Context: an optimization exercise on an open-source flow, tuned for small area, a short achievable clock period and few clock cycles. The choices shown serve that exercise and are no tape-out recipe.
RTL that was checked went through simulation tests only; none was proved equivalent to the original.
Power figures rest on the tool's default switching activity, not on a simulated workload.

==> exp/delta <==
==> flow/design.v <==
`default_nettype none
module hkre_xlate (
  input  logic [6:0] code_i,
  output logic [7:0] scan_o
);
  localparam logic [1023:0] Table = {
    8'h00, 8'h8A, 8'h00, 8'h00, 8'h00, 8'h00, 8'h00, 8'h00,
    8'h8D, 8'h74, 8'h7C, 8'h7D, 8'hA4, 8'hA3, 8'hA2, 8'hA1,
    8'h83, 8'h82, 8'h81, 8'h80, 8'h7D, 8'h7C, 8'h74, 8'h73,
    8'hF5, 8'h00, 8'hB1, 8'hF7, 8'h94, 8'h92, 8'h9F, 8'h9E,
    8'h9D, 8'h9B, 8'h9A, 8'h99, 8'h98, 8'h97, 8'h96, 8'h95,
    8'h9C, 8'hA4, 8'hA3, 8'hA2, 8'hA1, 8'hAA, 8'hA9, 8'hA7,
    8'hA8, 8'h8F, 8'h8D, 8'h8C, 8'h8E, 8'h8A, 8'h8B, 8'hB0,
    8'h7D, 8'h7C, 8'h72, 8'h71, 8'h68, 8'h67, 8'h66, 8'h65,
    8'h64, 8'h5A, 8'h59, 8'h58, 8'h57, 8'h56, 8'h00, 8'hF3,
    8'hED, 8'hFB, 8'hBF, 8'hE8, 8'hF2, 8'hBF, 8'hF7, 8'hF6,
    8'hFA, 8'hF5, 8'hF9, 8'hD4, 8'hBE, 8'hBC, 8'h71, 8'hBD,
    8'hEF, 8'hEA, 8'hE5, 8'hE0, 8'hDB, 8'hD6, 8'hD0, 8'hCB,
    8'hC5, 8'hC0, 8'hC3, 8'hDC, 8'hC8, 8'hC6, 8'hD3, 8'hE1,
    8'hD7, 8'hC7, 8'hD1, 8'hC1, 8'hF0, 8'hEB, 8'hDE, 8'hE3,
    8'hEC, 8'hE7, 8'hE2, 8'hE6, 8'hDD, 8'hD8, 8'hD2, 8'hCC,
    8'hCD, 8'hCE, 8'hD9, 8'hC2, 8'h00, 8'h00, 8'h00, 8'h00
  };
  assign scan_o = Table[{code_i, 3'b000} +: 8];
endmodule
`default_nettype wire
`default_nettype none
module hid_keyboard_report_to_key_events_core (
  input  logic        clk_i,
  input  logic        rst_ni,
  input  logic        in_valid_i,
  output logic        in_stall_o,
  input  logic [55:0] in_data_i,
  output logic        out_valid_o,
  input  logic        out_stall_i,
  output logic [9:0]  out_data_o
);
  logic [5:0][7:0] pk;       
  logic [5:0][7:0] cur_q;    
  logic [5:0][7:0] held_q;   
  logic            cv_q;     
  logic [1:0]      s_q;      
  logic [5:0]      fp_q;     
  logic [5:0]      fc_q;     
  logic [5:0]      pzr_q;    
  logic [2:0]      mod_q;    
  logic [1:0]      ph_q;     
  logic [11:0]     km_q;     
  logic [11:0]     low_q;    
  logic            t1_v;     
  logic [6:0]      t1_key;   
  logic            t1_val;   
  logic            t1_last;  
  logic            t2_v;     
  logic [7:0]      t2_code;  
  logic            t2_val;
  logic            t2_last;
  logic            stall_q;
  logic            ov_q;
  logic [9:0]      out_q;
  logic            advance;
  logic            accept;
  logic            step;
  logic            pop2;     
  logic            popm;     
  logic            move;     
  logic            consume;  
  logic [2:0]      in_mod;
  logic [5:0]      pz;       
  logic [5:0]      cz;       
  logic [5:0]      e0;       
  logic [5:0]      e1;       
  logic [5:0]      e2;       
  logic [5:0]      fp_n;
  logic [5:0]      fc_n;
  logic [11:0]     km_new;
  logic [11:0]     rest;
  logic [11:0]     low_new;
  logic [11:0]     low_r;
  logic [11:0]     seen_a;   
  logic [11:0]     seen_r;   
  logic [5:0]      low_cur;  
  logic [6:0]      sel_key;
  logic [7:0]      t1_code;
  logic [1:0]      s_n;
  logic            ready_n;
  assign advance = !ov_q || !out_stall_i;
  assign accept  = in_valid_i && !stall_q;
  assign step    = in_valid_i && (s_q != 2'd2);
  assign pop2    = advance && t2_v;
  assign popm    = advance && !t2_v && (ph_q != 2'd0);
  assign move    = advance && t1_v && ((ph_q == 2'd0) || ((ph_q == 2'd3) && !t2_v));
  assign consume = advance && (km_q != '0) && (!t1_v || move);
  assign in_mod[0] = |(in_data_i[55:48] & 8'h22);
  assign in_mod[1] = |(in_data_i[55:48] & 8'h11);
  assign in_mod[2] = |(in_data_i[55:48] & 8'h44);
  for (genvar i = 0; i < 6; i++) begin : g_slot
    assign pk[i] = in_data_i[47-8*i -: 8];
    assign pz[i] = pk[i][7] || (pk[i][6:2] == 5'h00) || (pk[i][6:0] == 7'h39) ||
                   (pk[i][6:0] == 7'h66) || ((pk[i][6:3] == 4'hF) && (pk[i][2:0] != 3'h6));
    assign cz[i] = cur_q[i][7] || (cur_q[i][6:2] == 5'h00) || (cur_q[i][6:0] == 7'h39) ||
                   (cur_q[i][6:0] == 7'h66) || ((cur_q[i][6:3] == 4'hF) && (cur_q[i][2:0] != 3'h6));
    assign e0[i] = pk[i] == cur_q[i];
    assign e1[i] = pk[i] == cur_q[(i+1)%6];
    assign e2[i] = pk[i] == cur_q[(i+2)%6];
    assign fp_n[i] = (fp_q[i] && s_q != 2'd0) || e0[i] || e1[i] || e2[i];
    assign fc_n[i] = (fc_q[i] && s_q != 2'd0) || e0[i] || e1[(i+5)%6] || e2[(i+4)%6];
    assign km_new[2*i]   = cv_q && !cz[i] && !fc_q[i];
    assign km_new[2*i+1] = !pzr_q[i] && !(cv_q && fp_q[i]);
  end
  assign rest = km_q & ~low_q;
  assign seen_a[0] = 1'b0;
  assign seen_r[0] = 1'b0;
  for (genvar i = 0; i < 12; i++) begin : g_low
    assign low_new[i] = km_new[i] && !seen_a[i];
    assign low_r[i]   = rest[i] && !seen_r[i];
    if (i < 11) begin : g_seen
      assign seen_a[i+1] = seen_a[i] || km_new[i];
      assign seen_r[i+1] = seen_r[i] || rest[i];
    end
  end
  always_comb begin
    for (int m = 0; m < 6; m++) begin
      low_cur[m] = (s_q == 2'd1) ? low_q[2*((m+3)%6)+1] : low_q[2*m+1];
    end
    sel_key = '0;
    for (int i = 0; i < 6; i++) begin
      sel_key = sel_key | ({7{low_q[2*i]}} & held_q[i][6:0])
                        | ({7{low_cur[i]}} & cur_q[i][6:0]);
    end
  end
  hkre_xlate u_xlate (.code_i(t1_key), .scan_o(t1_code));
  assign s_n = step ? s_q + 2'd1 : s_q;
  assign ready_n = ((ph_q == 2'd0) || ((ph_q == 2'd3) && popm)) &&
                   (km_q == '0) && (!t1_v || move) &&
                   ((s_n == 2'd2) || (!cv_q && s_n != 2'd0));
  always_ff @(posedge clk_i or negedge rst_ni) begin
    if (!rst_ni) begin
      cv_q    <= 1'b0;
      s_q     <= 2'd0;
      stall_q <= 1'b1;
      ph_q    <= 2'd0;
      km_q    <= '0;
      t1_v    <= 1'b0;
      t2_v    <= 1'b0;
      ov_q    <= 1'b0;
    end else begin
      if (accept) begin
        cv_q    <= 1'b1;
        s_q     <= 2'd0;
        stall_q <= 1'b1;
        km_q    <= km_new;
        ph_q    <= (advance && !t2_v) ? 2'd2 : 2'd1;
      end else begin
        s_q     <= s_n;
        stall_q <= !ready_n;
        if (consume) km_q <= rest;
        if (popm) ph_q <= ph_q + 2'd1;
      end
      if (advance) ov_q <= t2_v || (ph_q != 2'd0) || accept;
      if (consume) t1_v <= 1'b1;
      else if (move) t1_v <= 1'b0;
      if (move) t2_v <= 1'b1;
      else if (pop2) t2_v <= 1'b0;
    end
  end
  always_ff @(posedge clk_i) begin
    if (accept) begin
      cur_q <= pk;
      mod_q <= in_mod;
    end else if (step) begin
      fp_q  <= fp_n;
      fc_q  <= {fc_n[2:0], fc_n[5:3]};
      cur_q <= {cur_q[2:0], cur_q[5:3]};
    end
    if (in_valid_i) pzr_q <= pz;
    if (!stall_q) held_q <= cur_q;
    if (accept) low_q <= low_new;
    else if (consume) low_q <= low_r;
    if (consume) begin
      t1_key  <= sel_key;
      t1_val  <= |(low_q & 12'b1010_1010_1010);
      t1_last <= rest == '0;
    end
    if (move) begin
      t2_code <= t1_code;
      t2_val  <= t1_val;
      t2_last <= t1_last;
    end
    if (advance) begin
      if (t2_v) begin
        out_q <= {t2_code, t2_val, t2_last};
      end else begin
        case (ph_q)
          2'd1:    out_q <= {8'hAE, mod_q[0], 1'b0};
          2'd2:    out_q <= {8'hAF, mod_q[1], 1'b0};
          2'd3:    out_q <= {8'hB1, mod_q[2], (km_q == '0) && !t1_v};
          default: out_q <= {8'hAE, in_mod[0], 1'b0};
        endcase
      end
    end
  end
  assign in_stall_o  = stall_q;
  assign out_valid_o = ov_q;
  assign out_data_o  = out_q;
endmodule
`default_nettype wire
==> flow/run.sh <==
#!/bin/bash
# synth_recipe.tcl (not shown) runs the flow's synth.tcl, then flattens the netlist and writes it again
# the make line also repeats each setting of config.mk as NAME=value (left out here)
make -C /OpenROAD-flow-scripts/flow DESIGN_CONFIG=/design/flow/config.mk WORK_HOME=/design/flow/orfs CLKGATE_MAP_FILE= SYNTH_SCRIPT=/design/flow/synth_recipe.tcl finish
==> flow/config.mk <==
export PLATFORM = sky130hd
export DESIGN_NAME = hid_keyboard_report_to_key_events_core
export DESIGN_NICKNAME = hid_keyboard_report_to_key_events_core
export VERILOG_FILES = /design/flow/design.v
export SDC_FILE = /design/flow/constraint.sdc
export NUM_CORES = 4
export LEC_CHECK = 0
export ABC_CLOCK_PERIOD_IN_PS = 1900
export CAP_MARGIN = 20
export CORE_MARGIN = 2
export CORE_UTILIZATION = 40
export SETUP_SLACK_MARGIN = 3.1
export SLEW_MARGIN = 20
==> flow/constraint.sdc <==
create_clock -name core_clock -period 5.0 [get_ports {clk_i}]
set_input_delay 1.0000 -clock core_clock [delete_from_list [all_inputs] [get_ports {clk_i}]]
set_output_delay 1.0000 -clock core_clock [all_outputs]
set_load 0.01 [all_outputs]
==> inputs of exp/maple, as changes to exp/delta <==
==> flow/design.v, changed modules only <==
module hid_keyboard_report_to_key_events_core (
  input  logic        clk_i,
  input  logic        rst_ni,
  input  logic        in_valid_i,
  output logic        in_stall_o,
  input  logic [55:0] in_data_i,
  output logic        out_valid_o,
  input  logic        out_stall_i,
  output logic [9:0]  out_data_o
);
  logic [5:0][7:0] pk;       
  logic [5:0][6:0] cur_q;    
  logic [5:0][6:0] held_q;   
  logic            cv_q;     
  logic [1:0]      s_q;      
  logic [5:0]      fp_q;     
  logic [5:0]      rv_q;     
  logic [2:0]      mod_q;    
  logic [1:0]      ph_q;     
  logic [11:0]     km_q;     
  logic            kz_q;     
  logic [11:0]     low_q;    
  logic            t_v;      
  logic [6:0]      t_key;    
  logic            t_val;    
  logic            t_last;   
  logic            stall_q;
  logic            ov_q;
  logic [9:0]      out_q;
  logic            advance;
  logic            accept;
  logic            step;
  logic            consume;
  logic [2:0]      in_mod;
  logic [5:0]      pz;       
  logic [5:0][6:0] pkc;      
  logic [5:0]      cz;       
  logic [5:0]      e0;       
  logic [5:0]      e1;       
  logic [5:0]      e2;       
  logic [5:0]      fp_n;
  logic [5:0]      rv_n;
  logic [11:0]     km_new;
  logic [11:0]     km_n;
  logic [11:0]     low_n;
  logic [11:0]     rest;
  logic [11:0]     low_k;
  logic [11:0]     low_r;
  logic [11:0]     seen_k;   
  logic [11:0]     seen_r;   
  logic [5:0]      low_cur;  
  logic [6:0]      sel_key;
  logic [7:0]      t_code;
  logic [1:0]      s_n;
  logic [1:0]      ph_n;
  assign advance = !ov_q || !out_stall_i;
  assign accept  = in_valid_i && !stall_q;
  assign step    = in_valid_i && (s_q != 2'd2);
  assign consume = advance && kz_q && (t_v ? (ph_q == 2'd0) : (ph_q == 2'd3));
  assign in_mod[0] = |(in_data_i[55:48] & 8'h22);
  assign in_mod[1] = |(in_data_i[55:48] & 8'h11);
  assign in_mod[2] = |(in_data_i[55:48] & 8'h44);
  for (genvar i = 0; i < 6; i++) begin : g_slot
    assign pk[i] = in_data_i[47-8*i -: 8];
    assign pz[i] = pk[i][7] || (pk[i][6:2] == 5'h00) || (pk[i][6:0] == 7'h39) ||
                   (pk[i][6:0] == 7'h66) || ((pk[i][6:3] == 4'hF) && (pk[i][2:0] != 3'h6));
    assign pkc[i] = pz[i] ? 7'h00 : pk[i][6:0];
    assign cz[i] = cur_q[i] == 7'h00;
    assign e0[i] = !pk[i][7] && (pk[i][6:0] == cur_q[i]);
    assign e1[i] = !pk[i][7] && (pk[i][6:0] == cur_q[(i+1)%6]);
    assign e2[i] = !pk[i][7] && (pk[i][6:0] == cur_q[(i+2)%6]);
    assign fp_n[i] = (fp_q[i] && s_q != 2'd0) || e0[i] || e1[i] || e2[i];
    assign rv_n[i] = ((s_q != 2'd0) ? rv_q[i] : !cz[i]) && !(e0[i] || e1[(i+5)%6] || e2[(i+4)%6]);
    assign km_new[2*i]   = cv_q && rv_q[i];
    assign km_new[2*i+1] = !pz[i] && !(cv_q && fp_q[i]);
  end
  always_comb begin
    for (int m = 0; m < 6; m++) begin
      low_cur[m] = (s_q == 2'd1) ? low_q[2*((m+3)%6)+1] : low_q[2*m+1];
    end
    sel_key = '0;
    for (int i = 0; i < 6; i++) begin
      sel_key = sel_key | ({7{low_q[2*i]}} & held_q[i])
                        | ({7{low_cur[i]}} & cur_q[i]);
    end
  end
  assign rest = km_q & ~low_q;
  assign km_n = consume ? rest : km_q;
  assign seen_k[0] = 1'b0;
  assign seen_r[0] = 1'b0;
  for (genvar i = 0; i < 12; i++) begin : g_low
    assign low_k[i] = km_q[i] && !seen_k[i];
    assign low_r[i] = rest[i] && !seen_r[i];
    if (i < 11) begin : g_seen
      assign seen_k[i+1] = seen_k[i] || km_q[i];
      assign seen_r[i+1] = seen_r[i] || rest[i];
    end
  end
  assign low_n = consume ? low_r : low_k;
  hkre_xlate u_xlate (.code_i(t_key), .scan_o(t_code));
  assign s_n  = step ? s_q + 2'd1 : s_q;
  assign ph_n = (advance && !t_v && ph_q != 2'd0) ? ph_q + 2'd1 : ph_q;
  always_ff @(posedge clk_i or negedge rst_ni) begin
    if (!rst_ni) begin
      cv_q    <= 1'b0;
      s_q     <= 2'd0;
      stall_q <= 1'b0;
      ph_q    <= 2'd0;
      km_q    <= '0;
      kz_q    <= 1'b0;
      t_v     <= 1'b0;
      ov_q    <= 1'b0;
    end else begin
      if (accept) begin
        cv_q    <= 1'b1;
        s_q     <= 2'd0;
        stall_q <= 1'b1;
        km_q    <= km_new;
        kz_q    <= 1'b1;
        ph_q    <= (advance && !t_v) ? 2'd2 : 2'd1;
      end else begin
        s_q     <= s_n;
        stall_q <= !((ph_n == 2'd0) && ((consume ? rest : km_q) == '0) && (!cv_q || s_n == 2'd2));
        km_q    <= km_n;
        kz_q    <= consume ? (rest != '0) : (km_q != '0);
        ph_q    <= ph_n;
      end
      if (advance) begin
        ov_q <= (ph_q != 2'd0) || t_v || accept;
        t_v  <= consume;
      end
    end
  end
  always_ff @(posedge clk_i) begin
    if (accept) begin
      cur_q <= pkc;
      mod_q <= in_mod;
    end else if (step) begin
      rv_q  <= {rv_n[2:0], rv_n[5:3]};
      cur_q <= {cur_q[2:0], cur_q[5:3]};
    end
    fp_q <= fp_n;
    if (!stall_q) held_q <= cur_q;
    low_q <= low_n;
    if (consume) begin
      t_key  <= sel_key;
      t_val  <= |(low_q & 12'b1010_1010_1010);
      t_last <= rest == '0;
    end
    if (advance) begin
      if (t_v) begin
        out_q <= {t_code, t_val, t_last};
      end else begin
        case (ph_q)
          2'd1:    out_q <= {8'hAE, mod_q[0], 1'b0};
          2'd2:    out_q <= {8'hAF, mod_q[1], 1'b0};
          2'd3:    out_q <= {8'hB1, mod_q[2], km_q == '0};
          default: out_q <= {8'hAE, in_mod[0], 1'b0};
        endcase
      end
    end
  end
  assign in_stall_o  = stall_q;
  assign out_valid_o = ov_q;
  assign out_data_o  = out_q;
endmodule
==> flow/flow/run.sh (new file) <==
#!/bin/bash
# Standard layout, with the port buffers made of plain buffer cells
# (buffer_ports picks a delay cell by default).
export BUFFER_PORTS_ARGS="-buffer_cell sky130_fd_sc_hd__buf_2"
bash standard.sh > standard.log 2>&1
==> flow/standard.sh (new file) <==
#!/bin/bash
# synth_recipe.tcl (not shown) runs the flow's synth.tcl, then flattens the netlist and writes it again
# the make line also repeats each setting of config.mk as NAME=value (left out here)
make -C /OpenROAD-flow-scripts/flow DESIGN_CONFIG=/design/flow/config.mk WORK_HOME=/design/flow/orfs CLKGATE_MAP_FILE= SYNTH_SCRIPT=/design/flow/synth_recipe.tcl "${@:-finish}"
Settings changed: ABC_AREA from default to 1, ABC_CLOCK_PERIOD_IN_PS 1900 to 2000, CTS_BUF_LIST from default to sky130_fd_sc_hd__clkbuf_4 sky130_fd_sc_hd__clkbuf_8, SETUP_SLACK_MARGIN 3.1 to 3.0.
removed: flow/run.sh
==> inputs of exp/nickel, as changes to exp/delta <==
Settings changed: ABC_CLOCK_PERIOD_IN_PS 1900 to 2300, SETUP_SLACK_MARGIN 3.1 to 2.7.
==> run summary <==
|  | exp/maple | exp/nickel | exp/delta |
|---|---|---|---|
| Minimum hold slack | 0.4917 ns | 0.4347 ns | 0.4155 ns |
| RePlAce Congestion | 0.9971 | 0.9194 | 0.9579 |
| Wire length of the first global-routing pass | 60.17 mm | 56.27 mm | 61.51 mm |
| Hold path endpoint | fp_q[1]$_DFF_P_ | t2_val$_DFFE_PP_ | t2_last$_DFFE_PP_ |
| Slack of the worst reg-to-reg path | 3.01 ns | 2.70 ns | 2.65 ns |
| FF+latch area | 4253 um2 | 5091 um2 | 5094 um2 |
| Number of clock buffer instances in the layout | 17 | 17 | 19 |
| Largest stage delay on the critical path | 0.44 ns | 0.59 ns | 0.52 ns |
| Via density per instance | 5.838 | 6.014 | 5.978 |
| Layout filler cell count | 2557 | 2744 | 2580 |
| Worst ir drop on vdd | 0.0001771 V | 0.0002955 V | 0.0002982 V |
| Antenna fix cells | 0 | 1 | 0 |
| Cells resized by post-CTS repair | 21 | 40 | 240 |
| FFs & Latches | 151 | 173 | 173 |
| Dpl hpwl | 28.44 mm | 24.64 mm | 24.74 mm |
| Crit share post-route | 40.67% | 46.09% | 46.93% |
| Clock Sinks | 151 | 173 | 173 |
| Area taken by multi-input logic gates | 5333 um2 | 5929 um2 | 6384 um2 |
| Net switching power of the design | 2.065 mW | 3.461 mW | 3.792 mW |
| Critical Path Sink Type | output pin | register | register |
| Outcome | finished clean | finished clean | finished clean |
Testbench counts of exp/maple, summed over its fixed seeds: cycles 13,752.
Function not checked in exp/delta and exp/nickel: the RTL went through the layout flow alone.

[afterwards: timing with drivers on the ports]
The results above use ideal ports. As a check the final layouts listed here were re-extracted and re-timed, cells and wires unchanged.
Step 1 (the two cells are an assumption about what drives the block):
set clk [get_ports {clk_i}]
set_driving_cell -lib_cell sky130_fd_sc_hd__clkbuf_16 $clk
set_driving_cell -lib_cell sky130_fd_sc_hd__buf_2 [delete_from_list [all_inputs] $clk]
Step 2, shift: input delay + t, output delay - t, t = (earliest + latest rising clock arrival at the registers) / 2. This alone moves slack from input paths to output paths.
Slacks: ideal / step 1 / step 2; pairs: ideal / step 1.
run | t (ns) | slack for setup (ns) | hold WS [ns] | slew at the worst register clock pin (ns) | worst slew at a driven data input, ns
exp/delta | 0.484 | 2.653 / 2.653 / 2.488 | 0.415 / 0.415 / 0.415 | 0.08 / 0.08 | 0.04
exp/maple | 0.513 | 2.967 / 2.920 / 2.572 | 0.492 / 0.476 / 0.492 | 0.10 / 0.10 | 0.06
exp/nickel | 0.481 | 2.695 / 2.695 / 2.305 | 0.435 / 0.435 / 0.435 | 0.08 / 0.08 | 0.04
After both steps setup and hold are still met in every run listed. The setup slack of exp/maple, which loses most, moves by -0.047 ns with the drivers and by -0.395 ns with both steps.
